Source: an optimization exercise on an open RTL-to-GDS flow (aim: small area, a short achievable clock period and few clock cycles per item). Production flows keep margins and buffers that such runs may drop.
Function was checked by simulation only, so behaviour that the tests miss may differ from the original.
Power is estimated from default activity; no workload was simulated.

<file path="flow/run.sh">
#!/bin/bash
# synth_recipe.tcl (not shown) runs the flow's synth.tcl, then flattens the netlist and writes it again
# the make line also repeats each setting of config.mk as NAME=value (left out here)
make -C /OpenROAD-flow-scripts/flow DESIGN_CONFIG=/design/flow/config.mk WORK_HOME=/design/flow/orfs CLKGATE_MAP_FILE= SYNTH_SCRIPT=/design/flow/synth_recipe.tcl finish
</file>
<file path="flow/config.mk">
export PLATFORM = sky130hd
export DESIGN_NAME = sliding_window_range_peak
export DESIGN_NICKNAME = sliding_window_range_peak
export VERILOG_FILES = /design/flow/design.v
export SDC_FILE = /design/flow/constraint.sdc
export NUM_CORES = 8
export LEC_CHECK = 0
export CAP_MARGIN = 20
export CORE_MARGIN = 2
export CORE_UTILIZATION = 30
export CTS_CLUSTER_DIAMETER = 100
export CTS_CLUSTER_SIZE = 25
export SETUP_SLACK_MARGIN = 4.2
export SLEW_MARGIN = 20
export SYNTH_HIERARCHICAL = 1
</file>
<file path="flow/constraint.sdc">
create_clock -name core_clock -period 7.0 [get_ports {clk}]
set_input_delay 1.4000 -clock core_clock [delete_from_list [all_inputs] [get_ports {clk}]]
set_output_delay 1.4000 -clock core_clock [all_outputs]
set_load 0.01 [all_outputs]
</file>
<file path="flow/design.v">
package srp_pkg;
    localparam int DATA_W = 31;
    localparam int CFG_W  = 7;
    localparam logic [CFG_W-1:0] WINDOW_SIZE_RESET = 7'd4;
    typedef struct packed {
        logic ready;
        logic last;
    } srp_ctrl_t;
endpackage
module srp_lf (input logic nx, input logic r, output logic gt, output logic nlt);
    assign gt  = ~(nx | r);
    assign nlt = ~(nx & r);
endmodule
module srp_lfi (input logic nx, input logic r, output logic ngt, output logic lt);
    assign ngt = nx | r;
    assign lt  = nx & r;
endmodule
module srp_n0 (input logic gh, input logic nlh, input logic gl, input logic nll,
               output logic ng, output logic l);
    assign ng = ~(nlh & (gh | gl));
    assign l  = ~(nlh & (gh | nll));
endmodule
module srp_n1 (input logic ngh, input logic lh, input logic ngl, input logic ll,
               output logic g, output logic nl);
    assign g  = ~(ngh & (lh | ngl));
    assign nl = ~(ngh & (lh | ll));
endmodule
module srp_cmp (input logic [30:0] nx, input logic [30:0] r, output logic lt, output logic gt);
    logic [15:0] ng1, l1;
    logic [7:0]  g2, nl2;
    logic [3:0]  ng3, l3;
    logic [1:0]  g4, nl4;
    logic        ng5;
    for (genvar i = 0; i < 15; i++) begin : g_l1
        logic gh, nlh, gl, nll;
        srp_lf u_h (.nx(nx[2*i+2]), .r(r[2*i+2]), .gt(gh), .nlt(nlh));
        srp_lf u_l (.nx(nx[2*i+1]), .r(r[2*i+1]), .gt(gl), .nlt(nll));
        srp_n0 u_n (.gh(gh), .nlh(nlh), .gl(gl), .nll(nll), .ng(ng1[i+1]), .l(l1[i+1]));
    end
    srp_lfi u_b0 (.nx(nx[0]), .r(r[0]), .ngt(ng1[0]), .lt(l1[0]));
    for (genvar i = 0; i < 8; i++) begin : g_l2
        srp_n1 u_n (.ngh(ng1[2*i+1]), .lh(l1[2*i+1]), .ngl(ng1[2*i]), .ll(l1[2*i]),
                    .g(g2[i]), .nl(nl2[i]));
    end
    for (genvar i = 0; i < 4; i++) begin : g_l3
        srp_n0 u_n (.gh(g2[2*i+1]), .nlh(nl2[2*i+1]), .gl(g2[2*i]), .nll(nl2[2*i]),
                    .ng(ng3[i]), .l(l3[i]));
    end
    for (genvar i = 0; i < 2; i++) begin : g_l4
        srp_n1 u_n (.ngh(ng3[2*i+1]), .lh(l3[2*i+1]), .ngl(ng3[2*i]), .ll(l3[2*i]),
                    .g(g4[i]), .nl(nl4[i]));
    end
    srp_n0 u_top (.gh(g4[1]), .nlh(nl4[1]), .gl(g4[0]), .nll(nl4[0]), .ng(ng5), .l(lt));
    assign gt = ~ng5;
endmodule
module srp_ao8 (input logic [7:0] s, input logic [7:0] d, output logic y);
    assign y = |(s & d);
endmodule
module srp_lp8 (input logic [7:0] v, output logic [7:0] s, output logic any);
    always_comb
        for (int i = 0; i < 8; i++) begin
            s[i] = v[i];
            for (int k = i + 1; k < 8; k++) s[i] = s[i] & ~v[k];
        end
    assign any = |v;
endmodule
module srp_pick64 (input logic [63:0] v, input logic [63:0][30:0] d, output logic [30:0] y);
    logic [7:0]       ga, gs;
    logic [7:0][7:0]  ls;
    logic [7:0][30:0] lv;
    for (genvar g = 0; g < 8; g++) begin : g_grp
        srp_lp8 u_lp (.v(v[8*g+7:8*g]), .s(ls[g]), .any(ga[g]));
        for (genvar b = 0; b < 31; b++) begin : g_bit
            logic [7:0] col;
            for (genvar i = 0; i < 8; i++) begin : g_c
                assign col[i] = d[8*g+i][b];
            end
            srp_ao8 u (.s(ls[g]), .d(col), .y(lv[g][b]));
        end
    end
    logic gany;
    srp_lp8 u_gp (.v(ga), .s(gs), .any(gany));
    for (genvar b = 0; b < 31; b++) begin : g_out
        logic [7:0] col;
        for (genvar g = 0; g < 8; g++) begin : g_c
            assign col[g] = lv[g][b];
        end
        srp_ao8 u (.s(gs), .d(col), .y(y[b]));
    end
endmodule
module srp_pg (input logic gh, input logic th, input logic gl, input logic tl,
               output logic g, output logic t);
    assign g = gh | (th & gl);
    assign t = th & tl;
endmodule
module srp_gc (input logic gh, input logic th, input logic gl, output logic g);
    assign g = gh | (th & gl);
endmodule
module srp_sb (input logic a, input logic b, output logic g, output logic t, output logic h);
    assign g = a & ~b;
    assign t = a | ~b;
    assign h = ~(a ^ b);
endmodule
module srp_xor (input logic a, input logic b, output logic y);
    assign y = a ^ b;
endmodule
module srp_sub (input logic [30:0] a, input logic [30:0] b, output logic [30:0] y);
    logic [31:0] g [0:5];
    logic [31:0] t [0:5];
    logic [30:0] h;
    assign g[0][0] = 1'b1;
    assign t[0][0] = 1'b0;
    for (genvar i = 0; i < 31; i++) begin : g_leaf
        srp_sb u (.a(a[i]), .b(b[i]), .g(g[0][i+1]), .t(t[0][i+1]), .h(h[i]));
    end
    for (genvar l = 0; l < 5; l++) begin : g_lvl
        for (genvar i = 0; i < 32; i++) begin : g_pos
            if ((i >> l) % 2 == 1) begin : g_c
                localparam int J = ((i >> l) << l) - 1;
                if (i < (1 << (l + 1))) begin : g_fin
                    srp_gc u (.gh(g[l][i]), .th(t[l][i]), .gl(g[l][J]), .g(g[l+1][i]));
                    assign t[l+1][i] = 1'b0;
                end else begin : g_mid
                    srp_pg u (.gh(g[l][i]), .th(t[l][i]), .gl(g[l][J]), .tl(t[l][J]),
                              .g(g[l+1][i]), .t(t[l+1][i]));
                end
            end else begin : g_p
                assign g[l+1][i] = g[l][i];
                assign t[l+1][i] = t[l][i];
            end
        end
    end
    for (genvar i = 0; i < 31; i++) begin : g_sum
        srp_xor u (.a(h[i]), .b(g[5][i]), .y(y[i]));
    end
endmodule
module sliding_window_range_peak #(
    parameter int WINDOW_MAX = 64
) (
    input  logic                      clk,
    input  logic                      rst_n,
    input  logic                      cfg_we,
    input  logic [srp_pkg::CFG_W-1:0] cfg_wdata,
    input  logic                      s_tvalid,
    output logic                      s_tready,
    input  logic [31:0]               s_tdata,
    input  logic                      s_tlast,
    output logic                      m_tvalid,
    input  logic                      m_tready,
    output logic [63:0]               m_tdata,
    output logic                      m_tuser,
    output logic                      m_tlast
);
    localparam int DW   = srp_pkg::DATA_W;
    localparam int WM   = 64;
    localparam int UMAX = 5;                
    localparam int N    = WM + UMAX - 1;    
    localparam int TW   = 3;                
    logic [6:0] cfg_eff, weff;
    always_comb
        if (cfg_wdata == 7'd0)      cfg_eff = 7'd1;
        else if (cfg_wdata > 7'd64) cfg_eff = 7'd64;
        else                        cfg_eff = cfg_wdata;
    always_ff @(posedge clk or negedge rst_n)
        if (!rst_n)      weff <= srp_pkg::WINDOW_SIZE_RESET;
        else if (cfg_we) weff <= cfg_eff;
    logic [WM-1:0] incl;
    always_ff @(posedge clk)
        for (int a = 0; a < WM; a++) incl[a] <= (weff > a);
    logic            tr, fresh, replay, pclr, armed, ov, bvalid;
    logic [6:0]      n_cnt, ph;
    logic [TW-1:0]   wc, cc, ucnt;
    logic [UMAX-1:0] fph;
    logic            wr, clr;
    logic [6:0]      n_next;
    assign wr     = s_tvalid & tr;
    assign n_next = fresh ? 7'd1 : ((n_cnt == 7'd64) ? n_cnt : n_cnt + 7'd1);
    assign clr    = pclr & fph[0];
    logic [UMAX-1:0] rb_rdy, rb_last;
    always_ff @(posedge clk)
        if (wr) begin
            rb_rdy  <= {rb_rdy[UMAX-2:0],  (n_next >= weff)};
            rb_last <= {rb_last[UMAX-2:0], s_tlast};
        end
    logic [N-1:0][DW-1:0] ring;
    logic [N-1:0]         fmx, fmn;
    logic [WM-1:1]        lt, cen;
    logic [DW-1:0]        nx;
    assign nx = ~ring[0];
    for (genvar j = 1; j < WM; j++) begin : g_cmp
        logic unused;
        srp_cmp u_cmp (.nx(nx), .r(ring[j]), .lt(lt[j]), .gt(unused));
        assign cen[j] = fph[1] | (ph > 7'(j));
    end
    always_ff @(posedge clk) begin
        ring[0] <= wr ? s_tdata[DW-1:0] : ring[N-1];
        for (int i = 1; i < N; i++) ring[i] <= ring[i-1];
    end
    always_ff @(posedge clk) begin
        fmx[0] <= ~wr & ~clr & fmx[N-1];
        fmn[0] <= ~wr & ~clr & fmn[N-1];
        for (int i = 1; i < N; i++) begin
            if (i - 1 >= 1 && i - 1 < WM) begin
                fmx[i] <= ~clr & (fmx[i-1] | (cen[i-1] & ~lt[i-1]));
                fmn[i] <= ~clr & (fmn[i-1] | (cen[i-1] &  lt[i-1]));
            end else begin
                fmx[i] <= ~clr & fmx[i-1];
                fmn[i] <= ~clr & fmn[i-1];
            end
        end
    end
    logic          ev, rdy_e, last_e;
    logic [TW-1:0] etag;
    always_comb begin
        ev     = 1'b0;
        etag   = '0;
        rdy_e  = 1'b0;
        last_e = 1'b0;
        for (int k = 0; k < UMAX; k++) begin
            ev     = ev     | (fph[k] & (ucnt > TW'(k)));
            etag   = etag   | ({TW{fph[k]}} & (wc - TW'(1 + k)));
            rdy_e  = rdy_e  | (fph[k] & rb_rdy[k]);
            last_e = last_e | (fph[k] & rb_last[k]);
        end
        ev = ev & (~replay | armed);
    end
    logic [WM-1:0]         vmx, vmn;
    logic [WM-1:0][DW-1:0] win;
    always_comb
        for (int a = 0; a < WM; a++) begin
            vmx[a] = incl[a] & ~fmx[a+1];
            vmn[a] = incl[a] & ~fmn[a+1];
            win[a] = ring[a+1];
        end
    logic [DW-1:0] selmx, selmn;
    srp_pick64 u_smx (.v(vmx), .d(win), .y(selmx));
    srp_pick64 u_smn (.v(vmn), .d(win), .y(selmn));
    logic          va;
    logic [TW-1:0] taga;
    logic          rdya, lasta;
    logic [DW-1:0] mxa, mna;
    always_ff @(posedge clk) begin
        mxa   <= selmx;
        mna   <= selmn;
        taga  <= etag;
        rdya  <= rdy_e;
        lasta <= last_e;
    end
    logic          vb;
    logic [TW-1:0] tagb;
    logic          rdyb, lastb;
    logic [DW-1:0] spread, diff;
    srp_sub u_sub (.a(mxa), .b(mna), .y(diff));
    always_ff @(posedge clk) begin
        spread <= rdya ? diff : '0;
        tagb   <= taga;
        rdyb   <= rdya;
        lastb  <= lasta;
    end
    logic [DW-1:0] best_reg, best_out, spread_q, bestout_q;
    logic          rdy_q, last_q;
    logic          commit, drop;
    assign best_reg = (bvalid & ~last_q) ? bestout_q : '0;
    logic sp_gt, sp_lt;
    srp_cmp u_best (.nx(~spread), .r(best_reg), .lt(sp_lt), .gt(sp_gt));
    assign best_out = sp_gt ? spread : best_reg;
    assign commit   = tag_ok & (~ov | m_tready);
    assign drop     = vb & ~commit;
    always_ff @(posedge clk)
        if (commit) begin
            spread_q  <= spread;
            bestout_q <= best_out;
            rdy_q     <= rdyb;
            last_q    <= lastb;
        end
    logic [TW-1:0]   u_n;
    logic            fresh_n, replay_n;
    logic [UMAX-1:0] fph_n;
    logic [TW-1:0] u_up, u_dn;
    logic          tag_ok;
    assign u_up   = ucnt + TW'(1);
    assign u_dn   = ucnt - TW'(1);
    assign tag_ok = vb & (tagb == cc);
    always_comb begin
        case ({wr, commit})
            2'b10:   u_n = u_up;
            2'b01:   u_n = u_dn;
            default: u_n = ucnt;
        endcase
        fresh_n  = wr ? s_tlast : fresh;
        replay_n = (replay | drop) & (u_n != '0);
        fph_n[1] = wr | fph[2];
        fph_n[0] = ~wr & fph[1];
        for (int k = 2; k < UMAX - 1; k++) fph_n[k] = ~wr & fph[k+1];
        fph_n[UMAX-1] = ~wr & (ph == 7'(N - UMAX + 1));
    end
    always_ff @(posedge clk or negedge rst_n)
        if (!rst_n) begin
            tr     <= 1'b0;
            fresh  <= 1'b1;
            replay <= 1'b0;
            pclr   <= 1'b0;
            armed  <= 1'b0;
            ov     <= 1'b0;
            n_cnt  <= 7'd0;
            ph     <= 7'd0;
            fph    <= UMAX'(2);
            wc     <= '0;
            cc     <= '0;
            ucnt   <= '0;
            va     <= 1'b0;
            vb     <= 1'b0;
            bvalid <= 1'b0;
        end else begin
            tr     <= ~replay_n & (u_n < TW'(UMAX)) & ((fresh_n & (u_n == '0)) | fph_n[1]);
            fresh  <= fresh_n;
            replay <= replay_n;
            pclr   <= replay_n & (drop | (pclr & ~clr));
            armed  <= replay_n & ~drop & (armed | clr);
            ov     <= commit | (ov & ~m_tready);
            if (wr) n_cnt <= n_next;
            ph     <= wr ? 7'd0 : ((ph == 7'(N - 1)) ? 7'd0 : ph + 7'd1);
            fph    <= fph_n;
            wc     <= wc + TW'(wr);
            cc     <= cc + TW'(commit);
            ucnt   <= u_n;
            va     <= ev;
            vb     <= va;
            if (commit) bvalid <= 1'b1;
        end
    assign s_tready = tr;
    assign m_tvalid = ov;
    assign m_tdata  = {2'b00, bestout_q, spread_q};
    assign m_tuser  = rdy_q;
    assign m_tlast  = last_q;
endmodule
</file>
==> run notes, run 1 <==
The flow ran to the end and the layout has no timing, DRC or antenna violations. The maximum clock skew at final layout came out at 59.2 ps. The first routing iteration left 21400 violations. The tree is rooted in a sky130_fd_sc_hd__clkbuf_16. At the worst endpoint, the arrival time is 3910 ps.

The startpoint kind of the worst setup timing path is a flop. The library cells used most frequently in the layout, excluding fill and tap cells, are sky130_fd_sc_hd__o21ai_1, sky130_fd_sc_hd__dfxtp_1, sky130_fd_sc_hd__nor2_1, sky130_fd_sc_hd__a22oi_1, sky130_fd_sc_hd__nand2_1. The die area is 389000 µm². The clock passes through at most 3 buffers. The count of nets left with antenna violations after detail routing is 0. The type of the setup path with the least slack is flop to flop. The global-route congestion overflow total came out at 0. The total routing resource utilization after global routing is 0.298.

The worst slew margin relative to its limit came out at 0.169. The number of cells produced by synthesis is 14500. The kind of capture point of the worst setup path is a flop. Before antenna repair, the detailed router went through 15 iterations. The worst path setup slack after routing is 3810 ps.

IR analysis of the VDD net gives a maximum drop of 0.348 mV. The mapped netlist covers 115000 µm². The initial standard-cell utilization of the core is 0.301. The final number of max-transition violations is 0. The power per unit of standard cell area came out at 376 nW/µm². The count of buffers added on input and output ports is 109. The final worst hold slack is 332 ps. On the critical path, the stage with the largest delay is an instance of sky130_fd_sc_hd__a22oi_2.

Routability-driven placement finished with a final weighted congestion of 1.05. The via count of the first global-routing pass is 108000. The number of hold buffers added after cts came out at 0. The data required time of the critical path is 7720 ps.

The number of cell rows is 227. The HPWL after detailed placement is 422000 µm. The buffer and inverter count on the worst path is 1.

The global-route wire length before repair came out at 834000 µm. The class of the tightest hold or removal check is flop to flop. For the pin with the worst max-slew slack, the measured transition is 1250 ps. The pre-CTS worst setup slack is 2750 ps. The clock latency reported for the late side of the worst-skew pair came out at 900 ps. The total clock buffers created by CTS is 117. The core area came out at 383000 µm². The count of boundary I/O pins is 113. The post-layout minimum cycle time came out at 3190 ps. The register area came out at 51700 µm². The count of synthesis-stage warnings from yosys came out at 13.

Broken down by cell family, the worst path's largest delay share belongs to simple AND/OR/NAND/NOR gates. The vertical die dimension came out at 624 µm. The achievable clock frequency is 0.314 GHz.

Dividing the synthesized area by the synthesized cell count gives 7.96 µm². The leakage power total came out at 50.1 nW. Of the cells placed in the final design, the portion with a size suffix greater than 1 is 0.105. The clock-pin slew on the worst setup and hold paths is 100 ps. Max-cap violations in this run came to 0. The area occupied by multi-input gates came out at 66400 µm².

The maximum number of pins on one net before global-route repair came out at 127. The final cell utilization of the core came out at 0.355. The number of clock sinks seen by CTS came out at 2529. The post-route fraction of the period consumed by the critical path came out at 0.455.

Of all nets on the critical path, the largest fanout is 7. The total detailed-routing wirelength came out at 639000 µm. The critical path goes through nor2b_4 -> buf_12 -> nor4_4 -> and2_4 -> a22oi_2 -> nand4_1 -> a22oi_2 -> nand4_1. Dividing the detail-routed wire length by the instance count gives 31.5 µm. The largest incremental delay on the critical path came out at 1040 ps. The area added between synthesis and finish came out at 17.7%. After routing, the total negative slack on setup checks comes to 0 ps. The library cell used most frequently in the layout, excluding fill and tap cells, is sky130_fd_sc_hd__o21ai_1.

The final hold violation count came to 0. The number of antenna violations at the first check in global routing came to 96. Counting the fill cells in the layout gives 39000. TritonCTS built the clock tree. The total DRC errors in the routed layout is 0. Setup repair after global routing could not meet its margin everywhere. The setup-violating endpoint count in the final report is 0.

In the final design database the tool counted 15300 nets. The floorplan step set the die width to 624 µm. The clock tree synthesis step divided the H-tree into 3 levels. The vias per cell is 6.29.

The via count came out at 128000.
registers in the layout (all words and copies together) (netlist names), 3 cells and up:
| register | cells |
|---|---|
| ucnt | 3 |
| spread_q | 31 |
| mxa | 31 |
| ring | 2108 |
| taga | 3 |
| spread | 31 |
| weff | 7 |
| rb_rdy | 5 |
| bestout_q | 31 |
| fmx | 68 |
| rb_last | 5 |
| fmn | 68 |
| mna | 31 |
| tagb | 3 |
| cc | 3 |
| fph | 5 |
| n_cnt | 7 |
| incl | 64 |
| ph | 7 |
| wc | 3 |
final timing paths:
kind / startpoint / to / slack (ps) / cells past startpoint
setup / recovery: incl[31] / mna[26] / 3810 / 8
hold / removal: ring[2059] / ring[2090] / 330 / 0
setup reg to reg: incl[31] / mna[26] / 3810 / 8
hold reg to reg: ring[2059] / ring[2090] / 330 / 0
max in group asynchronous: rst_n / weff[5] / 5890 / 2
min in group asynchronous: rst_n / bvalid / 640 / 2
layout make-up:
| cell class | count | area share |
|---|---|---|
| multi-input cells | 11700 | 0.489 |
| diodes | 43 | 0.000792 |
| clock inverters | 27 | 0.00331 |
| flip-flops and latches | 2529 | 0.381 |
| repair buffers | 596 | 0.0494 |
| inverters | 212 | 0.00694 |
| clock buffers | 137 | 0.0226 |
| well taps | 5038 | 0.0464 |
| repair inverters | 17 | 0.000811 |
where the power goes:
part	switching (mW)	total (mW)	internal [mW]
Combinational	16.3	23.4	7.09
Clock	5.13	8.53	3.40
Sequential	2.89	19.2	16.3
layer usage:
layer	global-route usage	vias to the layer above	routed length [µm]	part of all wire
met5	0.00259	-	896	0.0014
met4	0.208	76	62600	0.098
met3	0.142	2474	109000	0.17
met2	0.409	9959	241000	0.38
met1	0.364	59900	226000	0.35
li1	-	55400	-	-
timing repair:
action / in CTS / in global routing
buffers inserted: 114 / 164
resized for setup: 806 / 373
endpoints found under the setup margin: 342 / 293
gates cloned: 41 / 56
pin swaps: 53 / 141
metrics by stage:
step | std cells | power (mW) | instance area (µm²)
global route | 20300 | 52.0 | 136000
global placement | 19700 | 36.9 | 125000
detailed placement | 19700 | 37.1 | 125000
finish | 20300 | 51.1 | 136000
CTS | 20000 | 47.4 | 132000
floorplan | 14500 | 28.4 | 116000
Testbench counts, summed over its fixed seeds: cycles 12,778, items 12,482.
==> run 2: changes to the inputs <==
--- a/flow/config.mk
+++ b/flow/config.mk
@@ -11,5 +11,6 @@
 export CTS_CLUSTER_DIAMETER = 100
 export CTS_CLUSTER_SIZE = 25
-export SETUP_SLACK_MARGIN = 4.2
+export SETUP_SLACK_MARGIN = 4.1
 export SLEW_MARGIN = 20
 export SYNTH_HIERARCHICAL = 1
+export TNS_END_PERCENT = 10
==> run 2 against run 1 <==
  * Critical endpoint is now mxa[8]
  * Setup slack worse by 49 ps
  * Clock skew rose by 22 ps
  * Via count down 4.2%
  * Combinational power decreased by 15%
  * Non-clock buffer count is 297 lower
  * Sequential power about the same
  * Synthesized cell count stayed put
  * Area after synthesis stayed put
  * Routed wire length is 7.8% lower
  * Sequential share of layout area is 1.5 points higher
==> run notes, run 2 <==
The run finished with no timing, DRC or antenna violations. The number of antenna violations at the first check in global routing is 45 (-53%). The register ranked first by flip-flop count is ring. The die area came to 389000 µm² (unchanged).

The global-route congestion overflow total came out at 0 (unchanged). The total non-filler cell area in the finished layout came out at 130000 µm² (-4.0%). The total DRC errors in the routed layout came out at 0 (unchanged). The post-synthesis average cell area came out at 7.96 µm² (unchanged). The data arrival at the endpoint of the critical path came out at 4080 ps (+170 ps). The vias per cell is 6.14 (-2.5%). The type of the setup path with the least slack is flop to flop. The via count is 122000 (-4.2%). The wire length per cell came out at 29.5 µm (-6.1%). The number of clock sinks seen by CTS came to 2529 (unchanged).

The final worst hold slack came out at 316 ps (-15.7 ps). The power per unit of standard cell area is 366 nW/µm² (-2.7%). The power spent charging and discharging nets came out at 22.1 mW (-9.0%).

The sum of negative setup slack came out at 0 ps (unchanged). The count of non-filler cells in the finished layout came to 19900 (-1.8%). The clock tree root driver cell is sky130_fd_sc_hd__clkbuf_16. The count of boundary I/O pins came out at 113 (unchanged). The number of cell rows came to 227 (unchanged).

The area added between synthesis and finish is 13.0%. The peak supply drop came out at 0.410 mV (+18%). The total clock buffers created by CTS came to 123 (+5.1%).

The combined area of all synthesized cells came to 115000 µm² (unchanged). The achievable clock frequency is 0.309 GHz (-1.5%). The setup-violating endpoint count in the final report is 0 (unchanged).

The worst path setup slack after routing is 3770 ps (-48.9 ps). In the final layout, the registers with the most flip-flops are ring (2108), fmn (68), fmx (68). The initial standard-cell utilization of the core is 0.301 (unchanged). The core area came out at 383000 µm² (unchanged). The final hold violation count was 0 (unchanged). The fraction of layout cells with a size suffix above 1 is 0.0630 (-0.0420). The global-route wire length before repair came out at 805000 µm (-3.5%). The max-capacitance violation count came out at 0 (unchanged).

Leaving out fill and tap cells, the most frequent cells in the layout are sky130_fd_sc_hd__o21ai_1, sky130_fd_sc_hd__dfxtp_1, sky130_fd_sc_hd__nor2_1, sky130_fd_sc_hd__a22oi_1, sky130_fd_sc_hd__nand2_1. The min-delay analysis places its worst path in the category flop to flop. The internal power of the cells came to 25.6 mW (-4.5%). The post-layout minimum cycle time is 3230 ps (+48.9 ps). The largest buffer count on any clock path is 4 (+1). The count of nets left with antenna violations after detail routing came out at 0 (unchanged).

The largest fanout of any net on the critical path came out at 31 (+24). The vertical die dimension is 624 µm (unchanged). The maximum clock skew at final layout came out at 81.6 ps (+22.3 ps).

The violation count after the first detailed-route iteration came out at 18800 (-12%). The share of total power in combinational logic came out at 0.415 (-0.043). Setup repair after global routing could not meet its margin everywhere. The count of synthesis-stage warnings from yosys came to 13 (unchanged). The total placed instance area is 124000 µm² (-0.37%). The data required time of the critical path came out at 7850 ps (+130 ps). The library cell used most frequently in the layout, excluding fill and tap cells, is sky130_fd_sc_hd__o21ai_1.

The leakage power total is 47.8 nW (-4.6%). The placed instance count is 19700 (-0.11%). The number of cells produced by synthesis was 14500 (unchanged). The via count of the first global-routing pass came out at 106000 (-1.6%). The number of flip-flops in the largest register came to 2108 (unchanged).

The total detailed-routing wirelength came out at 589000 µm (-7.8%). The HPWL after detailed placement came out at 419000 µm (-0.83%). The power share of the sequential group is 0.403 (+0.028).

The clock latency reported for the late side of the worst-skew pair is 990 ps (+90 ps). The actual slew at the worst max-slew pin came to 1220 ps (-26.3 ps). The global placer's final weighted congestion is 1.02 (-3.1%). The number of nets in the layout is 15000 (-2.3%). The count of port buffers added during placement is 109 (unchanged).

The post-route fraction of the period consumed by the critical path is 0.462 (+0.00698). The final number of max-transition violations is 0 (unchanged). The clock-pin slew on the worst setup and hold paths is 110 ps (about the same). The worst setup path is launched from a flop. The portion of total power attributed to the clock network came to 0.182 (+0.015). The kind of capture point of the worst setup path is a flop. The number of iterations in the first detailed-routing pass came out at 11 (-4). The width of the die came to 624 µm (unchanged). The total routing resource utilization after global routing is 0.285 (-0.0134).

The worst slew margin relative to its limit came out at 0.185 (+0.0158). The net switching fraction of the power came out at 0.464 (-0.0121). The H-tree depth is 3 (unchanged). The pre-CTS worst setup slack is 3130 ps (+381 ps). The maximum number of pins on one net before global-route repair was 77 (-39%). TritonCTS built the clock tree.
[run 2: timing repair]
item,CTS,global route
hold buffers,0,0
setup endpoints to repair,293,300
buffers inserted,13,15
pin swaps,13,23
gates resized for setup,337,223
cloned,3,13
[run 2: routing by layer]
layer  GRT usage  up-vias  share of wire
met4       0.208       26          0.094
met5           0        -        0.00027
met1       0.363    57800           0.38
met2       0.397     8352           0.39
li1            -    54600              -
met3      0.0975     1627           0.14
[run 2: layout make-up]
class	instances	area, µm²
Antenna cell	21	52.6
Clock buffer	141	3220
Clock inverter	30	417
Fill cell	39600	252000
Inverter	212	1030
Multi-Input combinational cell	11700	64500
Sequential cell	2529	51600
Tap cell	5038	6300
Timing Repair Buffer	299	3180
Timing Repair inverter	2	17.5
[run 2: critical path, stage by stage, from the launching register on]
cell	delay [ps]
sky130_fd_sc_hd__dfxtp_1	370
sky130_fd_sc_hd__nor2b_2	370
sky130_fd_sc_hd__nor4_4	80
sky130_fd_sc_hd__and4b_2	560
sky130_fd_sc_hd__a22oi_1	330
sky130_fd_sc_hd__nand4_1	360
sky130_fd_sc_hd__a22oi_2	840
sky130_fd_sc_hd__nand4_1	160
[run 2: power groups by stage]
stage          Clock [mW]  Sequential [mW]  Combinational [mW]
2_1_floorplan           0             17.9                10.6
3_3_place_gp            0             19.3                17.0
3_5_place_dp            0             19.3                17.2
4_1_cts              8.70             19.0                18.4
5_1_grt              9.18             19.4                20.6
6_report             8.68             19.2                19.8
[run 2: final timing paths]
kind / start / end / slack, ps / cells past startpoint
setup / recovery: incl[14] / mxa[8] / 3770 / 7
hold reg to reg: ring[2060] / ring[2091] / 320 / 0
max in group asynchronous: rst_n / tr / 5830 / 2
setup reg to reg: incl[14] / mxa[8] / 3770 / 7
hold / removal: ring[2060] / ring[2091] / 320 / 0
min in group asynchronous: rst_n / ov / 600 / 2
[run 2: per-stage QoR]
stage / util / power [mW]
finish: 0.341 / 47.7
CTS: 0.338 / 46.1
detailed placement: 0.325 / 36.5
global route: 0.341 / 49.1
global placement: 0.325 / 36.3
floorplan: - / 28.5
==> run 3: changes to the inputs <==
--- a/flow/config.mk
+++ b/flow/config.mk
@@ -6,4 +6,5 @@
 export NUM_CORES = 8
 export LEC_CHECK = 0
+export ABC_AREA = 1
 export CAP_MARGIN = 20
 export CORE_MARGIN = 2
@@ -11,6 +12,5 @@
 export CTS_CLUSTER_DIAMETER = 100
 export CTS_CLUSTER_SIZE = 25
-export SETUP_SLACK_MARGIN = 4.1
+export SETUP_SLACK_MARGIN = 4.0
 export SLEW_MARGIN = 20
 export SYNTH_HIERARCHICAL = 1
-export TNS_END_PERCENT = 10
==> run 3 against run 2 <==
  * Final area rose by 12%
  * Hold slack improved by 4.6 ps
  * Total power fell by 48%
  * Via count rose by 17%
  * Fmax rose by 4.9%
  * Utilization rose by 0.34 points
  * Setup slack improved by 150 ps
  * Global-route usage barely moved
  * Largest cell class unchanged
  * First-iteration DRC count fell by 1.4%
  * Cell count rose by 38%
  * Still clean on timing, DRC and antenna
==> run notes, run 3 <==
The run finished with no timing, DRC or antenna violations. The wire length per cell was 23.6 µm (-20%). Clock tree synthesis selected as its root buffer the cell sky130_fd_sc_hd__clkbuf_16. The number of nets in the layout is 21800 (+46%). The number of antenna violations at the first check in global routing came out at 60 (+33%). TritonCTS built the clock tree. The power per unit of standard cell area came out at 170 nW/µm² (-54%). The number of iterations in the first detailed-routing pass came out at 6 (-5).

Leaving out fill and tap cells, the most frequent cell in the layout is sky130_fd_sc_hd__nand2_1. The largest fanout of any net on the critical path is 34 (+9.7%). The buffer and inverter count on the worst path came out at 4 (+4). The worst setup path is launched from a flop.

The via count of the first global-routing pass came out at 123000 (+16%). The count of port buffers added during placement was 109 (unchanged). The largest incremental delay on the critical path came out at 430 ps (-410 ps). The number of cell rows came to 239 (+5.3%). The count of nets left with antenna violations after detail routing is 0 (unchanged). The largest buffer count on any clock path is 4 (unchanged). The largest registers in the layout are ring (2108), fmn (68), fmx (68). The clock latency reported for the late side of the worst-skew pair came out at 970 ps (-20 ps).

More flip-flops sit in one register than any other, and that register is ring. The violation count after the first detailed-route iteration is 18500 (-1.4%). The number of stages on the worst hold path is 0 (unchanged). The number of hold buffers added after cts is 0 (unchanged).

The post-route fraction of the period consumed by the critical path was 0.440 (-0.0217). The clock-pin slew on the worst setup and hold paths is 100 ps (about the same). The total clock buffers created by CTS is 136 (+11%). The max-capacitance violation count was 0 (unchanged). The number of flip-flops in the largest register is 2108 (unchanged). The count of boundary I/O pins was 113 (unchanged). The final number of max-transition violations came out at 0 (unchanged). The width of the die is 656 µm (+5.2%). The register-to-register setup slack came to 3920 ps (+150 ps). The maximum clock skew at final layout is 94.7 ps (+13.1 ps). The global-route wire length before repair came to 896000 µm (+11%). The setup-violating endpoint count in the final report is 0 (unchanged).

The critical path in this run is classified as flop to flop. The worst register-to-register path ends at mna[18]. Setup repair after global routing could not meet its margin everywhere. The post-layout minimum cycle time was 3080 ps (-152 ps).

In the layout the commonest cells are sky130_fd_sc_hd__nand2_1, sky130_fd_sc_hd__o21ai_1, sky130_fd_sc_hd__nor2_1, sky130_fd_sc_hd__dfxtp_1, sky130_fd_sc_hd__inv_1. The combined area of all synthesized cells was 128000 µm² (+11%). The vertical die dimension is 656 µm (+5.2%).

In this run the worst hold path is classified as flop to flop. The number of cells produced by synthesis came to 21100 (+46%). The H-tree depth was 4 (+1). The actual slew at the worst max-slew pin came out at 1290 ps (+74.0 ps). The global-route congestion overflow total was 0 (unchanged). The count of synthesis-stage warnings from yosys came to 13 (unchanged).

The achievable clock frequency came out at 0.324 GHz (+4.9%). The worst hold path begins at ring[2056]. The initial standard-cell utilization of the core is 0.301 (about the same).

The placed instance count came out at 27100 (+37%). The global placer's final weighted congestion is 1.02 (+0.27%). On the critical path the largest part of the delay comes from simple AND/OR/NAND/NOR gates.

The area added between synthesis and finish is 14.2%. The final hold violation count is 0 (unchanged). For hold timing, the worst endpoint is ring[2087]. For this design, the slowest cell found on the critical path is sky130_fd_sc_hd__nor2_2.

The data required time of the critical path was 7780 ps (-70 ps). The count of non-filler cells in the finished layout is 27500 (+38%). The number of cells on the worst reg-to-reg path came out at 15 (+8). The total detailed-routing wirelength was 649000 µm (+10%). The total DRC errors in the routed layout is 0 (unchanged). The sum of negative setup slack was 0 ps (unchanged). The core area was 424000 µm² (+11%). The HPWL after detailed placement is 468000 µm (+12%). The maximum number of pins on one net before global-route repair is 127 (+65%). The die area is 431000 µm² (+11%). The final cell utilization of the core came out at 0.344 (+0.00343).

The launch instance of the worst register-to-register path is incl[63]. The fraction of layout cells with a size suffix above 1 came out at 0.0488 (-0.0142). The peak supply drop is 0.188 mV (-54%). The vias per cell is 5.21 (-15%).

The number of clock sinks seen by CTS is 2529 (unchanged). The worst slew margin relative to its limit is 0.128 (-0.0567). The kind of capture point of the worst setup path is a flop. The total routing resource utilization after global routing is 0.285 (+0.000337). Traced cell by cell, the critical path runs through inv_1 -> nor2_4 -> buf_12 -> nor2_2 -> nand2_4 -> inv_1 -> nand2_2 -> nor2_4 -> nand2_8 -> nor2_4 -> buf_12 -> nand2_1 -> nand2_1 -> nor2_2 -> nand2_1. The via count came out at 143000 (+17%). The post-synthesis average cell area is 6.04 µm² (-24%). The data arrival at the endpoint of the critical path is 3860 ps (-220 ps). The leakage power total came out at 71.7 nW (+50%). The overall power came out at 24.8 mW (-48%).
[run 3: how the worst max path moves through the flow]
stage,startpoint,depth (start not counted),slack (ps),to
floorplan,m_tready,14,3460,tr
global placement,ring[6],12,3150,fmx[18]
detailed placement,ring[6],12,3060,fmx[14]
CTS,incl[63],17,3920,mxa[12]
global route,incl[31],16,3990,mxa[26]
finish,incl[63],15,3920,mna[18]
[run 3: cell type report]
| type | count | area (µm²) |
|---|---|---|
| fillers | 45700 | 278000 |
| multi-input cells | 17700 | 74700 |
| flip-flops and latches | 2529 | 51600 |
| well taps | 5663 | 7090 |
| repair buffers | 440 | 4560 |
| clock buffers | 162 | 3590 |
| inverters | 854 | 3350 |
| clock inverters | 62 | 748 |
| repair inverters | 12 | 80.1 |
| diodes | 22 | 55.1 |
[run 3: power breakdown]
group          switching (mW)  total [mW]  internal [mW]  leakage, nW
Combinational           0.440       0.544          0.105         48.9
Sequential             0.0235        14.5           14.5         20.7
Clock                    5.59        9.70           4.11         2.09
Total                    6.05        24.8           18.7         71.7
[run 3: repair_timing]
action	in CTS	in global routing
buffers inserted	82	27
pin swaps	17	25
gates cloned	24	10
endpoints found under the setup margin	285	208
gates resized for setup	426	178
[run 3: routing by layer]
| metal | GRT usage | share of wire | vias to the layer above |
|---|---|---|---|
| met5 | 0.00222 | 0.00056 | - |
| met4 | 0.206 | 0.089 | 34 |
| met3 | 0.0754 | 0.12 | 1666 |
| met2 | 0.416 | 0.40 | 7710 |
| met1 | 0.363 | 0.39 | 65300 |
| li1 | - | - | 68400 |
[run 3: worst reg2reg max path, delay by kind of cell (launching register included)]
family                 cells  cell delay [ps]
buffers and inverters      4              640
flip-flops                 1              320
AND/OR/NAND/NOR           11             2010
[run 3: metrics by stage]
stage | instance area, µm² | hold slack, ps | worst slack [ps]
final | 146000 | 321 | 3920
after detailed placement | 138000 | 312 | 3060
after global placement | 138000 | 310 | 3150
after global routing | 146000 | 331 | 3990
after floorplan | 128000 | 310 | 3460
after CTS | 145000 | 330 | 3920
==> run 4: changes to the inputs <==
--- a/flow/config.mk
+++ b/flow/config.mk
@@ -6,5 +6,4 @@
 export NUM_CORES = 8
 export LEC_CHECK = 0
-export ABC_AREA = 1
 export CAP_MARGIN = 20
 export CORE_MARGIN = 2
==> run 4 against run 3 <==
  * Area after synthesis down 9.6%
  * Via count decreased by 13%
  * Final area is 9.3% lower
  * Clock power decreased by 12%
  * Combinational power grew to 39 times the previous value
  * Hold slack improved by 11 ps
  * Fmax decreased by 4.8%
  * Register-to-register slack got worse by 150 ps
  * Critical path type unchanged
  * Largest power group is now combinational logic
==> run notes, run 4 <==
The achievable clock frequency was 0.309 GHz (-4.8%). STA classifies the critical path startpoint as a flop. The total clock buffers created by CTS is 117 (-14%).

The max-capacitance violation count is 0 (unchanged). The worst setup path is of the flop to flop kind. The total DRC errors in the routed layout is 0 (unchanged). The portion of total power attributed to the clock network came out at 0.174 (-0.218). The register ranked first by flip-flop count is ring.

The tightest min-delay check is of the flop to flop type. The number of cells produced by synthesis is 14500 (-31%). Among the stages of the critical path, the cell type that occurs most often is sky130_fd_sc_hd__nand4_1. The power share of the sequential group came out at 0.391 (-0.195). The data required time of the critical path is 7760 ps (-20 ps).

The width of the die is 624 µm (-4.9%). The total routing resource utilization after global routing is 0.294 (+0.00909). The post-route fraction of the period consumed by the critical path was 0.462 (+0.0221). The post-layout minimum cycle time is 3240 ps (+155 ps). The clock latency reported for the late side of the worst-skew pair came to 910 ps (-60 ps). The buffer and inverter count on the worst path was 0 (-4).

The count of fill cells added during filler insertion came out at 39400 (-14%). The worst setup path is captured at a flop. The peak supply drop came to 0.297 mV (+58%). The met1 usage came to 0.359 (-0.00379). The maximum clock skew at final layout is 66.5 ps (-28.3 ps). The power per unit of standard cell area came out at 370 nW/µm² (+120%). The flow ran to the end and the layout has no timing, DRC or antenna violations. The global routing met3 resource utilization came out at 0.139 (+0.0633). The fraction of layout cells with a size suffix above 1 came out at 0.0772 (+0.0283). The final hold violation count is 0 (unchanged). The number of clock sinks seen by CTS came to 2529 (unchanged).

The share of total power in combinational logic was 0.435 (+0.413). The actual slew at the worst max-slew pin came out at 1380 ps (+89.3 ps). The internal power of the cells is 25.7 mW (+37%). The initial standard-cell utilization of the core is 0.301 (about the same). The core area came to 383000 µm² (-9.7%). The top cell types in the final layout, fill and taps aside, are sky130_fd_sc_hd__o21ai_1, sky130_fd_sc_hd__dfxtp_1, sky130_fd_sc_hd__nor2_1, sky130_fd_sc_hd__a22oi_1, sky130_fd_sc_hd__nand2_1. The placed instance count came out at 19700 (-27%). The library cell used most frequently in the layout, excluding fill and tap cells, is sky130_fd_sc_hd__o21ai_1. The setup-violating endpoint count in the final report came out at 0 (unchanged). The HPWL after detailed placement is 422000 µm (-9.8%). The count of non-filler cells in the finished layout came out at 20100 (-27%). CTS placed an instance of sky130_fd_sc_hd__clkbuf_16 at the clock tree root. The number of flip-flops in the largest register is 2108 (unchanged). The leakage power total is 48.4 nW (-32%). The global placer's final weighted congestion is 1.05 (+2.9%). The largest buffer count on any clock path is 3 (-1).

The data arrival at the endpoint of the critical path is 4000 ps (+140 ps). The number of hold buffers added after cts was 0 (unchanged). The count of port buffers added during placement came out at 109 (unchanged). The worst slew margin relative to its limit is 0.0747 (-0.0538). The count of boundary I/O pins came out at 113 (unchanged). The violation count after the first detailed-route iteration came out at 20000 (+8.1%). The largest incremental delay on the critical path came out at 880 ps (+450 ps). The final number of max-transition violations came to 0 (unchanged). The power spent charging and discharging nets was 23.2 mW (+280%). The wire length per cell is 30.3 µm (+28%). The final worst hold slack is 331 ps (+10.6 ps). The kind of cell with the highest combined delay along the critical path is simple AND/OR/NAND/NOR gates.

The global routing stage identified its most utilized layer as met2. The pre-CTS worst setup slack is 2750 ps (-310 ps). The combined area of all synthesized cells was 115000 µm² (-9.6%). The area added between synthesis and finish is 14.6%. The via count of the first global-routing pass is 107000 (-13%).

The H-tree depth came out at 3 (-1). The critical-path cell with the highest stage delay is sky130_fd_sc_hd__a22oi_2. The total detailed-routing wirelength is 610000 µm (-6.0%). The via count came out at 124000 (-13%). The global-route wire length before repair is 824000 µm (-8.0%). The signal on the critical path passes through nor2b_1 -> and4b_4 -> a22oi_1 -> nand4_1 -> a22oi_2 -> nand4_1. Setup repair after global routing could not meet its margin everywhere. The count of synthesis-stage warnings from yosys is 13 (unchanged).

TritonCTS built the clock tree. The vias per cell came out at 6.19 (+19%). The number of iterations in the first detailed-routing pass came out at 12 (+6). The count of nets left with antenna violations after detail routing came out at 0 (unchanged).

The met2 track demand over resource in global routing came out at 0.404 (-0.0115). The largest fanout of any net on the critical path is 16 (-53%). The vertical die dimension came out at 624 µm (-4.9%). The global-route congestion overflow total came out at 0 (unchanged).

The number of cell rows is 227 (-5.0%). The die area came out at 389000 µm² (-9.6%). The post-synthesis average cell area is 7.96 µm² (+32%). The maximum number of pins on one net before global-route repair came to 127 (unchanged). The clock-pin slew on the worst setup and hold paths was 100 ps (about the same). The net switching fraction of the power is 0.475 (+0.230). The worst path setup slack after routing came out at 3760 ps (-155 ps). The number of nets in the layout came out at 15100 (-31%). The sum of negative setup slack came out at 0 ps (unchanged). In the final layout, the registers with the most flip-flops are ring (2108), fmn (68), fmx (68). The number of antenna violations at the first check in global routing came out at 82 (+37%).
## run 4: final cells by class
type | instances | area [µm²] | share of cell area
timing repair inverter | 17 | 105 | 0.000795
tap | 5038 | 6300 | 0.0477
inverter | 212 | 931 | 0.00704
antenna | 53 | 133 | 0.00100
clock inverter | 27 | 449 | 0.00340
sequential | 2529 | 51600 | 0.391
timing repair buffer | 414 | 4390 | 0.0332
multi-input combinational | 11700 | 65200 | 0.493
clock buffer | 137 | 3070 | 0.0232
## run 4: final timing paths
check	from	endpoint	cells after the start	slack (ps)
min in group asynchronous	rst_n	ov	2	620
max	incl[25]	mxa[25]	6	3760
min reg2reg	ring[2044]	ring[2075]	0	330
max reg2reg	incl[25]	mxa[25]	6	3760
max in group asynchronous	rst_n	weff[5]	2	5910
min	ring[2044]	ring[2075]	0	330
## run 4: repair_timing
item | CTS | global route
buffers inserted | 65 | 59
cloned | 28 | 15
resized for setup | 422 | 252
pin swaps | 20 | 41
endpoints found under the setup margin | 318 | 225
## run 4: metrics by stage
| stage | area [µm²] | utilization | power, mW |
|---|---|---|---|
| 2_1_floorplan | 116000 | - | 28.4 |
| 3_3_place_gp | 125000 | 0.326 | 36.9 |
| 3_5_place_dp | 125000 | 0.326 | 37.1 |
| 4_1_cts | 130000 | 0.341 | 46.5 |
| 5_1_grt | 132000 | 0.345 | 50.1 |
| 6_report | 132000 | 0.345 | 48.9 |
## run 4: power groups by stage
stage | registers (mW) | logic (mW) | clock network, mW
after CTS | 18.9 | 19.1 | 8.51
after detailed placement | 19.2 | 17.9 | 0
after floorplan | 17.9 | 10.5 | 0
after global routing | 19.3 | 21.8 | 8.99
final | 19.1 | 21.3 | 8.50
after global placement | 19.2 | 17.7 | 0
## run 4: metal layers
layer	vias up	wire, µm	share of wire
li1	54900	-	-
met1	58400	221000	0.36
met2	9146	233000	0.38
met3	1987	99900	0.16
met4	64	54500	0.089
met5	-	1450	0.0024
==> run 5: changes to the inputs <==
--- a/flow/config.mk
+++ b/flow/config.mk
@@ -11,5 +11,6 @@
 export CTS_CLUSTER_DIAMETER = 100
 export CTS_CLUSTER_SIZE = 25
-export SETUP_SLACK_MARGIN = 4.0
+export SETUP_SLACK_MARGIN = 4.5
 export SLEW_MARGIN = 20
 export SYNTH_HIERARCHICAL = 1
+export TNS_END_PERCENT = 3
==> run 5 against run 4 <==
  * Combinational power rose by 6%
  * Final area increased by 2.3%
  * Non-clock buffer count grew 120
  * Flip-flop and latch count stayed put
  * Register-to-register slack improved by 80 ps
  * Area after synthesis unchanged
  * Via count up 3.3%
  * Clock power grew 2%
  * Utilization rose by 0.79 points
  * First-iteration DRC count grew 9.4%
  * Sequential share of layout area decreased by 0.85 points
  * Largest cell class unchanged
==> run notes, run 5 <==
The largest incremental delay on the critical path came to 1010 ps (+130 ps). The post-layout minimum cycle time came out at 3150 ps (-84.2 ps). TritonCTS built the clock tree. The vias per cell came out at 6.35 (+2.7%).

The count of fill cells added during filler insertion came to 39000 (-1.1%). The largest registers in the layout are ring (2108), fmn (68), fmx (68). The number of nets in the layout came out at 15200 (+0.90%). The worst setup path is launched from a flop. The maximum clock skew at final layout is 81.4 ps (+14.9 ps).

The worst path setup slack after routing is 3850 ps (+84.2 ps). The global-route wire length before repair is 825000 µm (+0.12%). The number of clock sinks seen by CTS came out at 2529 (unchanged). On the critical path the largest part of the delay comes from compound AO/OA/AOI/OAI gates. The H-tree depth was 3 (unchanged). The clock latency reported for the late side of the worst-skew pair is 1000 ps (+90 ps). The setup-violating endpoint count in the final report was 0 (unchanged). The data required time of the critical path came out at 7830 ps (+70 ps). The leakage power total came to 50.2 nW (+3.6%). The share of total power in combinational logic is 0.447 (+0.012).

The final number of max-transition violations was 0 (unchanged). The total DRC errors in the routed layout is 0 (unchanged). The power spent charging and discharging nets came out at 24.0 mW (+3.2%). The achievable clock frequency is 0.317 GHz (+2.7%). The area added between synthesis and finish is 17.2%. The width of the die is 624 µm (unchanged). The wire length per cell came out at 32.8 µm (+8.1%).

Setup repair after global routing could not meet its margin everywhere. The net switching fraction of the power is 0.473 (-0.00154). The HPWL after detailed placement is 423000 µm (about the same). The count of non-filler cells in the finished layout is 20200 (+0.60%). The worst register-to-register path begins at incl[11].

The count of synthesis-stage warnings from yosys came out at 13 (unchanged). The number of cell rows was 227 (unchanged). The largest buffer count on any clock path came to 4 (+1). The via count is 129000 (+3.3%).

The count of port buffers added during placement came out at 109 (unchanged). The global placer's final weighted congestion came out at 1.02 (-2.5%). The via count of the first global-routing pass is 107000 (+0.61%).

Ranked by flip-flop count, first place goes to ring. The sum of negative setup slack came out at 0 ps (unchanged). The final cell utilization of the core is 0.353 (+0.00788). The count of boundary I/O pins came out at 113 (unchanged). The total routing resource utilization after global routing came to 0.294 (about the same). The worst slew margin relative to its limit came to 0.0848 (+0.0101).

The post-route fraction of the period consumed by the critical path came to 0.450 (-0.0120). The data arrival at the endpoint of the critical path is 3990 ps (about the same). The clock-pin slew on the worst setup and hold paths was 110 ps (about the same). The critical path in this run is classified as flop to flop. The pre-CTS worst setup slack is 3110 ps (+354 ps).

The total detailed-routing wirelength came out at 663000 µm (+8.7%). Among all stages on the critical path, the largest delay is contributed by sky130_fd_sc_hd__a22oi_2. The violation count after the first detailed-route iteration is 21900 (+9.4%). The core area is 383000 µm² (unchanged). The buffer and inverter count on the worst path is 1 (+1). The initial standard-cell utilization of the core came out at 0.301 (unchanged).

The flow ran to the end and the layout has no timing, DRC or antenna violations. The power share of the sequential group came out at 0.382 (-0.009). The number of hold buffers added after cts came out at 0 (unchanged).

The post-synthesis average cell area is 7.96 µm² (unchanged). The fraction of layout cells with a size suffix above 1 is 0.0936 (+0.0164). The largest fanout of any net on the critical path came out at 16 (unchanged). In the layout the commonest cells are sky130_fd_sc_hd__o21ai_1, sky130_fd_sc_hd__dfxtp_1, sky130_fd_sc_hd__nor2_1, sky130_fd_sc_hd__a22oi_1, sky130_fd_sc_hd__nand2_1. The library cell used most frequently in the layout, excluding fill and tap cells, is sky130_fd_sc_hd__o21ai_1. The clock tree root driver cell is sky130_fd_sc_hd__clkbuf_16. The portion of total power attributed to the clock network is 0.172 (-0.002). In this run the worst setup path begins at incl[11].

The vertical die dimension is 624 µm (unchanged). The placed instance count came to 19700 (-0.056%). The worst setup path is captured at a flop. The maximum number of pins on one net before global-route repair was 127 (unchanged). The signal on the critical path passes through nor2b_4 -> nor4_4 -> buf_4 -> and3b_4 -> a22oi_1 -> nand4_1 -> a22oi_2 -> nand4_1. The max-capacitance violation count is 0 (unchanged). The combined area of all synthesized cells came to 115000 µm² (unchanged). The power per unit of standard cell area came out at 375 nW/µm² (+1.2%).

The count of nets left with antenna violations after detail routing came to 0 (unchanged). The critical hold path startpoint is ring[2073]. The final hold violation count is 0 (unchanged). The total clock buffers created by CTS was 124 (+6.0%).

The actual slew at the worst max-slew pin came out at 1370 ps (-16.2 ps). The number of cells produced by synthesis is 14500 (unchanged). The number of antenna violations at the first check in global routing is 76 (-7.3%). The number of flip-flops in the largest register came out at 2108 (unchanged). The internal power of the cells came out at 26.7 mW (+3.8%).

The global-route congestion overflow total came out at 0 (unchanged). The class of the tightest hold or removal check is flop to flop. The number of iterations in the first detailed-routing pass is 12 (unchanged).

Among the stages of the critical path, the cell type that occurs most often is sky130_fd_sc_hd__nand4_1. The peak supply drop came out at 0.554 mV (+87%). The die area came out at 389000 µm² (unchanged).
==> run 5: power by group through the flow <==
stage / registers, mW / logic (mW) / clock network (mW)
after global routing: 19.5 / 23.0 / 9.12
after global placement: 19.3 / 17.1 / 0
after detailed placement: 19.3 / 17.3 / 0
final: 19.3 / 22.6 / 8.69
after floorplan: 17.9 / 10.6 / 0
after CTS: 19.1 / 18.8 / 8.66
==> run 5: area by class of cell <==
| type | instances | area (µm²) | share of cell area |
|---|---|---|---|
| inverter | 212 | 1190 | 0.00882 |
| tap | 5038 | 6300 | 0.0466 |
| timing repair buffer | 534 | 6620 | 0.0489 |
| antenna | 31 | 77.6 | 0.000574 |
| sequential | 2529 | 51700 | 0.382 |
| multi-input combinational | 11700 | 65600 | 0.485 |
| clock buffer | 148 | 3260 | 0.0241 |
| timing repair inverter | 16 | 140 | 0.00104 |
| clock inverter | 29 | 349 | 0.00258 |
==> run 5: final timing paths <==
| path | endpoint | slack, ps | cells after the start |
|---|---|---|---|
| max in group asynchronous | tr | 5910 | 2 |
| setup reg to reg | mna[7] | 3850 | 8 |
| hold reg to reg | ring[2104] | 320 | 0 |
| hold / removal | ring[2104] | 320 | 0 |
| min in group asynchronous | ov | 480 | 2 |
| setup / recovery | mna[7] | 3850 | 8 |
==> run 5: timing repair <==
item | in CTS | in global routing
endpoints found under the setup margin | 353 | 366
cloned | 29 | 80
resized for setup | 680 | 534
buffers inserted | 62 | 135
pin swaps | 49 | 60
hold endpoints to repair | 0 | 0
==> run 5: metal layers <==
layer  share of wire  GRT usage
met2            0.37      0.410
met1            0.35      0.374
met4            0.11      0.219
met5         0.00035          0
met3            0.16     0.0991
==> run 5: metrics by stage <==
stage	hold WS (ps)	power, mW	cell area (µm²)
after floorplan	310	28.5	116000
after global placement	310	36.4	124000
after detailed placement	312	36.6	124000
after CTS	323	46.5	131000
after global routing	337	51.6	135000
final	317	50.7	135000
==> run 6: changes to the inputs <==
--- a/flow/config.mk
+++ b/flow/config.mk
@@ -11,6 +11,6 @@
 export CTS_CLUSTER_DIAMETER = 100
 export CTS_CLUSTER_SIZE = 25
-export SETUP_SLACK_MARGIN = 4.5
+export SETUP_SLACK_MARGIN = 4.4
 export SLEW_MARGIN = 20
 export SYNTH_HIERARCHICAL = 1
-export TNS_END_PERCENT = 3
+export TNS_END_PERCENT = 5
==> run 6 against run 5 <==
  * Hold slack got worse by 3.1 ps
  * Global-route usage rose by 0.15 points
  * Sequential share of layout area grew 0.83 points
  * Synthesized cell count stayed put
  * Count of clock-buffer cells in the layout is 2 lower
  * Via count is 3.3% lower
  * Clock skew decreased by 5.8 ps
  * Die area is the same
  * Flip-flop and latch count is the same
  * Non-clock buffer count decreased by 156
  * Register-to-register slack is essentially flat
  * Largest power group unchanged
==> run notes, run 6 <==
The leakage power total came out at 48.7 nW (-3.0%). The count of port buffers added during placement is 109 (unchanged). The number of flip-flops in the largest register came to 2108 (unchanged). Leaving out fill and tap cells, the most frequent cell in the layout is sky130_fd_sc_hd__o21ai_1.

The top cell types in the final layout, fill and taps aside, are sky130_fd_sc_hd__o21ai_1, sky130_fd_sc_hd__dfxtp_1, sky130_fd_sc_hd__nor2_1, sky130_fd_sc_hd__a22oi_1, sky130_fd_sc_hd__nand2_1. ring holds more flip-flops than any other register. The achievable clock frequency was 0.316 GHz (-0.44%). The post-route fraction of the period consumed by the critical path is 0.452 (+0.00199). The vertical die dimension came out at 624 µm (unchanged). The clock tree root driver cell is sky130_fd_sc_hd__clkbuf_16.

The tightest min-delay check is of the flop to flop type. The via count is 124000 (-3.3%). The worst setup path is of the flop to flop kind. The total non-filler cell area in the finished layout was 132000 µm² (-2.2%). The final number of max-transition violations is 0 (unchanged).

The total routing resource utilization after global routing came to 0.296 (+0.00149). The die area is 389000 µm² (unchanged). The data arrival at the endpoint of the critical path came out at 3960 ps (-30 ps).

The number of cells produced by synthesis came out at 14500 (unchanged). The register-to-register setup slack came out at 3830 ps (about the same). The final worst hold slack came to 313 ps (-3.07 ps).

The vias per cell came to 6.20 (-2.4%). The count of nets left with antenna violations after detail routing is 0 (unchanged). The run finished with no timing, DRC or antenna violations. The placed instance count came out at 19700 (-0.041%). The register area came out at 51600 µm² (about the same). The total DRC errors in the routed layout came to 0 (unchanged). The data required time of the critical path is 7790 ps (-40 ps). The count of fill cells added during filler insertion is 39400 (+1.2%). The combined area of all synthesized cells was 115000 µm² (unchanged). The number of hold buffers added after cts came to 0 (unchanged). The slowest stage of the critical path is the sky130_fd_sc_hd__a22oi_2 cell. The largest incremental delay on the critical path came out at 870 ps (-140 ps). Setup repair after global routing could not meet its margin everywhere. The actual slew at the worst max-slew pin came out at 1340 ps (-22.4 ps). The total detailed-routing wirelength came to 617000 µm (-7.0%). The HPWL after detailed placement is 423000 µm (+0.18%).

The number of iterations in the first detailed-routing pass came out at 9 (-3). The maximum clock skew at final layout came out at 75.6 ps (-5.75 ps). The global placer's final weighted congestion came to 1.03 (+0.78%). The maximum number of pins on one net before global-route repair came out at 82 (-35%). The largest registers in the layout are ring (2108), fmn (68), fmx (68).

The number of cells on the worst reg-to-reg path came to 8 (unchanged). The count of boundary I/O pins came out at 113 (unchanged). The post-synthesis average cell area is 7.96 µm² (unchanged). The width of the die is 624 µm (unchanged). The startpoint kind of the worst setup timing path is a flop.

The share of total power in combinational logic is 0.427 (-0.020). The final hold violation count came out at 0 (unchanged). The number of clock sinks seen by CTS is 2529 (unchanged). The worst setup path is captured at a flop.

The net switching fraction of the power is 0.467 (-0.00679). The total placed instance area came to 124000 µm² (about the same). The power share of the sequential group came out at 0.396 (+0.014). The number of antenna violations at the first check in global routing is 57 (-25%).

The largest buffer count on any clock path came to 4 (unchanged). The sum of negative setup slack is 0 ps (unchanged). The internal power of the cells came out at 26.0 mW (-2.6%). The number of nets in the layout came out at 15100 (-1.1%). The power per unit of standard cell area is 369 nW/µm² (-1.6%). TritonCTS built the clock tree. The total clock buffers created by CTS is 123 (-0.81%). The power spent charging and discharging nets is 22.7 mW (-5.2%).

The initial standard-cell utilization of the core came out at 0.301 (unchanged). The via count of the first global-routing pass was 107000 (+0.084%). The wire length per cell came to 30.8 µm (-6.1%). The portion of total power attributed to the clock network is 0.178 (+0.006).

The global-route congestion overflow total was 0 (unchanged). The H-tree depth came to 3 (unchanged). The number of stages on the worst hold path was 0 (unchanged). The peak supply drop came out at 0.316 mV (-43%).

The setup-violating endpoint count in the final report is 0 (unchanged). The post-layout minimum cycle time is 3170 ps (+13.9 ps). The worst slew margin relative to its limit came out at 0.104 (+0.0191). The largest fanout of any net on the critical path is 31 (+15). The fraction of layout cells with a size suffix above 1 came out at 0.0789 (-0.0147). The count of synthesis-stage warnings from yosys is 13 (unchanged). The number of cell rows came out at 227 (unchanged).

The count of non-filler cells in the finished layout is 20000 (-0.93%). The signal on the critical path passes through nor2b_4 -> buf_12 -> nor2_2 -> nand3_2 -> nor3b_4 -> buf_6 -> a22oi_2 -> nand4_1. The clock latency reported for the late side of the worst-skew pair came out at 980 ps (-20 ps). The clock-pin slew on the worst setup and hold paths came out at 110 ps (about the same). The max-capacitance violation count was 0 (unchanged).

The global-route wire length before repair is 831000 µm (+0.69%). The area growth from synthesis to layout is 14.6%. The core area came out at 383000 µm² (unchanged).

The violation count after the first detailed-route iteration came to 20000 (-8.6%). The area occupied by multi-input gates was 65100 µm² (-0.79%).
## run 6: repair_timing
| item | in CTS | in global routing |
|---|---|---|
| setup endpoints to repair | 363 | 367 |
| pin swaps | 34 | 52 |
| resized for setup | 708 | 231 |
| gates cloned | 27 | 25 |
| buffers inserted | 38 | 52 |
## run 6: worst paths after layout
path                             from         end
max                          incl[47]      mna[4]
min in group asynchronous       rst_n          ov
max in group asynchronous       rst_n     weff[5]
max reg2reg                  incl[47]      mna[4]
min                        ring[2071]  ring[2102]
min reg2reg                ring[2071]  ring[2102]
## run 6: critical path, delay by kind of cell (launching register included)
kind | cells | cell delay [ps]
AOI/OAI and AO/OA | 1 | 870
buffers and inverters | 2 | 410
DFF | 1 | 320
and+or+nand+nor | 5 | 1360
## run 6: through the flow
step                      total power, mW  utilization  setup WS [ps]
final                                48.7        0.346           3830
after detailed placement             36.6        0.325           3110
after global routing                 49.9        0.345           3970
after global placement               36.4        0.325           3130
after CTS                            46.1        0.341           3980
after floorplan                      28.5            -           3300
## run 6: power groups by stage
stage / registers [mW] / logic, mW / clock network, mW
after CTS: 19.1 / 18.3 / 8.67
final: 19.3 / 20.8 / 8.67
after detailed placement: 19.3 / 17.3 / 0
after floorplan: 17.9 / 10.6 / 0
after global routing: 19.4 / 21.4 / 9.14
after global placement: 19.3 / 17.1 / 0
## run 6: routing by layer
layer / track usage / share of wire / vias up
met1: 0.372 / 0.37 / 58500
met5: 0.000370 / 0.00044 / -
met4: 0.215 / 0.096 / 42
li1: - / - / 54900
met3: 0.106 / 0.14 / 1966
met2: 0.414 / 0.39 / 8867
## run 6: area by class of cell
cell class	instances	share of cell area
multi-input combinational	11700	0.492
inverter	212	0.00892
clock buffer	146	0.0245
timing repair buffer	378	0.0323
sequential	2529	0.391
clock inverter	27	0.00282
tap	5038	0.0477
timing repair inverter	10	0.000663
antenna	20	0.000379
==> run 7: changes to the inputs <==
--- a/flow/config.mk
+++ b/flow/config.mk
@@ -11,5 +11,5 @@
 export CTS_CLUSTER_DIAMETER = 100
 export CTS_CLUSTER_SIZE = 25
-export SETUP_SLACK_MARGIN = 4.4
+export SETUP_SLACK_MARGIN = 4.3
 export SLEW_MARGIN = 20
 export SYNTH_HIERARCHICAL = 1
==> run 7 against run 6 <==
  * Critical path type unchanged
  * Setup slack worse by 30 ps
  * Synthesized cell count unchanged
  * Global-route usage down 0.50 points
  * Still clean on timing, DRC and antenna
  * Highest routed layer unchanged
  * Critical path depth is 2 lower
  * Total power decreased by 0.45%
==> run notes, run 7 <==
The run finished with no timing, DRC or antenna violations. The achievable clock frequency is 0.313 GHz (-0.94%). The post-layout minimum cycle time was 3200 ps (+30.1 ps). The root buffer cell chosen for the clock tree is sky130_fd_sc_hd__clkbuf_16.

The wire length per cell is 30.5 µm (-0.91%). The library cell used most frequently in the layout, excluding fill and tap cells, is sky130_fd_sc_hd__o21ai_1. The global-route congestion overflow total came out at 0 (unchanged). For hold timing, the worst endpoint is tagb[1].

The power per unit of standard cell area is 368 nW/µm² (-0.25%). The width of the die is 624 µm (unchanged). The total routing resource utilization after global routing is 0.291 (-0.00502). From synthesis to final layout, the design area changed by 14.4%. The via count is 124000 (-0.50%). The leakage power total is 48.6 nW (-0.33%). The worst setup path is of the flop to flop kind. In this run the worst hold path is classified as flop to flop.

The combined area of all synthesized cells is 115000 µm² (unchanged). The clock-pin slew on the worst setup and hold paths is 100 ps (about the same). The peak supply drop is 0.345 mV (+9.3%).

The number of flip-flops in the largest register was 2108 (unchanged). In this run the critical register-to-register path is captured at mna[11]. The H-tree depth came to 3 (unchanged).

The post-synthesis average cell area is 7.96 µm² (unchanged). In the layout the commonest cells are sky130_fd_sc_hd__o21ai_1, sky130_fd_sc_hd__dfxtp_1, sky130_fd_sc_hd__nor2_1, sky130_fd_sc_hd__a22oi_1, sky130_fd_sc_hd__nand2_1. The actual slew at the worst max-slew pin came out at 1280 ps (-67.3 ps). The register-to-register setup slack is 3800 ps (-30 ps). The global-route wire length before repair is 819000 µm (-1.4%). The count of nets left with antenna violations after detail routing came to 0 (unchanged).

The global placer's final weighted congestion came out at 1.03 (unchanged). The startpoint kind of the worst setup timing path is a flop. The placed instance count is 19700 (unchanged). The number of stages on the worst hold path is 0 (unchanged).

The count of synthesis-stage warnings from yosys is 13 (unchanged). The number of clock sinks seen by CTS is 2529 (unchanged). The clock latency reported for the late side of the worst-skew pair came out at 990 ps (about the same). The HPWL after detailed placement came out at 423000 µm (unchanged). The violation count after the first detailed-route iteration came to 19300 (-3.5%). The kind of capture point of the worst setup path is a flop. The die area came out at 389000 µm² (unchanged).

The final number of max-transition violations came to 0 (unchanged). The via count of the first global-routing pass is 107000 (-0.92%). The initial standard-cell utilization of the core came out at 0.301 (unchanged). The largest buffer count on any clock path is 4 (unchanged). The maximum number of pins on one net before global-route repair came out at 82 (unchanged). The data required time of the critical path is 7840 ps (+50 ps). The number of nets in the layout is 15000 (-0.15%). The count of boundary I/O pins is 113 (unchanged). The worst slew margin relative to its limit was 0.143 (+0.0391). In the final layout, the registers with the most flip-flops are ring (2108), fmn (68), fmx (68).

The vias per cell came out at 6.18 (-0.38%). The total placed instance area is 124000 µm² (unchanged). The number of cells produced by synthesis came out at 14500 (unchanged). Setup repair after global routing could not meet its margin everywhere. The register area came out at 51600 µm² (about the same). In this run the most critical hold path is launched from taga[1]. The data arrival at the endpoint of the critical path came out at 4040 ps (+80 ps). The setup-violating endpoint count in the final report is 0 (unchanged). The total detailed-routing wirelength is 610000 µm (-1.0%).

The sum of negative setup slack is 0 ps (unchanged). The largest fanout of any net on the critical path is 16 (-48%). The core area came out at 383000 µm² (unchanged).

The fraction of layout cells with a size suffix above 1 is 0.0781 (-0.000753). The maximum clock skew at final layout came out at 81.9 ps (+6.26 ps). The count of non-filler cells in the finished layout came out at 20000 (-0.11%). The number of iterations in the first detailed-routing pass came to 8 (-1). The number of cells on the worst reg-to-reg path is 6 (-2). The area occupied by multi-input gates is 65000 µm² (-0.10%).

The max-capacitance violation count was 0 (unchanged). The vertical die dimension is 624 µm (unchanged). The final cell utilization of the core came to 0.345 (-0.000703).

The overall power is 48.5 mW (-0.45%). TritonCTS built the clock tree. The number of hold buffers added after cts is 0 (unchanged). The count of port buffers added during placement was 109 (unchanged). The total non-filler cell area in the finished layout came out at 132000 µm² (-0.20%). The worst register-to-register path begins at incl[9]. The number of cell rows was 227 (unchanged). The final hold violation count is 0 (unchanged). The count of fill cells added during filler insertion came out at 39400 (-0.023%). The post-route fraction of the period consumed by the critical path is 0.457 (+0.00430). The register ranked first by flip-flop count is ring. The number of antenna violations at the first check in global routing came out at 52 (-8.8%). The total DRC errors in the routed layout is 0 (unchanged).

The total clock buffers created by CTS came out at 123 (unchanged).
run 7: area by class of cell:
type | count | area share
multi-input combinational | 11700 | 0.493
sequential | 2529 | 0.391
tap | 5038 | 0.0478
timing repair buffer | 366 | 0.0312
clock buffer | 146 | 0.0245
inverter | 212 | 0.00864
clock inverter | 27 | 0.00283
timing repair inverter | 9 | 0.000598
antenna | 19 | 0.000360
run 7: worst max-delay path by stage:
| stage | end | start | slack, ps |
|---|---|---|---|
| after floorplan | tr | m_tready | 3300 |
| after global placement | ring[5] | s_tvalid | 3130 |
| after detailed placement | ring[6] | s_tvalid | 3110 |
| after CTS | s_tready | tr | 3980 |
| after global routing | mna[11] | incl[9] | 3990 |
| final | mna[11] | incl[9] | 3800 |
run 7: stage by stage:
step                      hold WS (ps)  setup WS (ps)
after floorplan                    310           3300
after global placement             310           3130
after detailed placement           312           3110
after CTS                          328           3980
after global routing               334           3990
final                              326           3800
run 7: critical path, cell delays in order (launching register included):
cell and delay [ps]:
sky130_fd_sc_hd__dfxtp_1 380, sky130_fd_sc_hd__nor2b_1 590, sky130_fd_sc_hd__and4b_4 420, sky130_fd_sc_hd__a22oi_1 270, sky130_fd_sc_hd__nand4_1 360, sky130_fd_sc_hd__a22oi_2 870
sky130_fd_sc_hd__nand4_1 170
run 7: repair_timing:
| action | CTS | global route |
|---|---|---|
| setup endpoints to repair | 347 | 359 |
| hold endpoints to repair | 0 | 0 |
| cloned | 12 | 28 |
| pin swaps | 34 | 49 |
| buffers inserted | 29 | 51 |
| resized for setup | 635 | 295 |
run 7: power by group:
group          total, mW  internal, mW  switching [mW]  leakage, nW
sequential          19.3          16.3            2.97         20.9
clock               8.65          3.48            5.17         1.75
combinational       20.6          6.16            14.4         25.9
run 7: routing by layer:
layer	track usage	share of wire	up-vias
met5	0.000123	0.00042	-
met4	0.202	0.094	36
met3	0.0977	0.14	1887
met2	0.410	0.39	8678
met1	0.371	0.37	58300
li1	-	-	54800

[what the ideal ports hide]
In the flow no input, the clock included, has a driving cell. The finished layouts below were timed again as built, in two steps.
Step 1 sets driving cells, clkbuf_16 on the clock port and buf_2 on the other inputs (assumed; they add their load-dependent delay and slew).
Step 2 times the ports against the registers' clock, not the clock port: input delays grow and output delays shrink by t, the midpoint of the rising clock arrivals with the driver on.
a / b / c = no drivers / after step 1 / after step 2; a / b = the first two.
| run | t (ns) | slack for setup (ns) |
|---|---|---|
| run 1 | 0.994 | 3.815 / 3.815 / 3.368 |
| run 2 | 1.065 | 3.766 / 3.766 / 3.085 |
| run 3 | 1.035 | 3.917 / 3.917 / 3.257 |
| run 4 | 1.009 | 3.763 / 3.763 / 3.225 |
| run 5 | 1.071 | 3.847 / 3.847 / 3.189 |
| run 6 | 1.060 | 3.833 / 3.833 / 3.077 |
| run 7 | 1.067 | 3.803 / 3.803 / 3.090 |
After both steps every run listed still meets setup and hold.
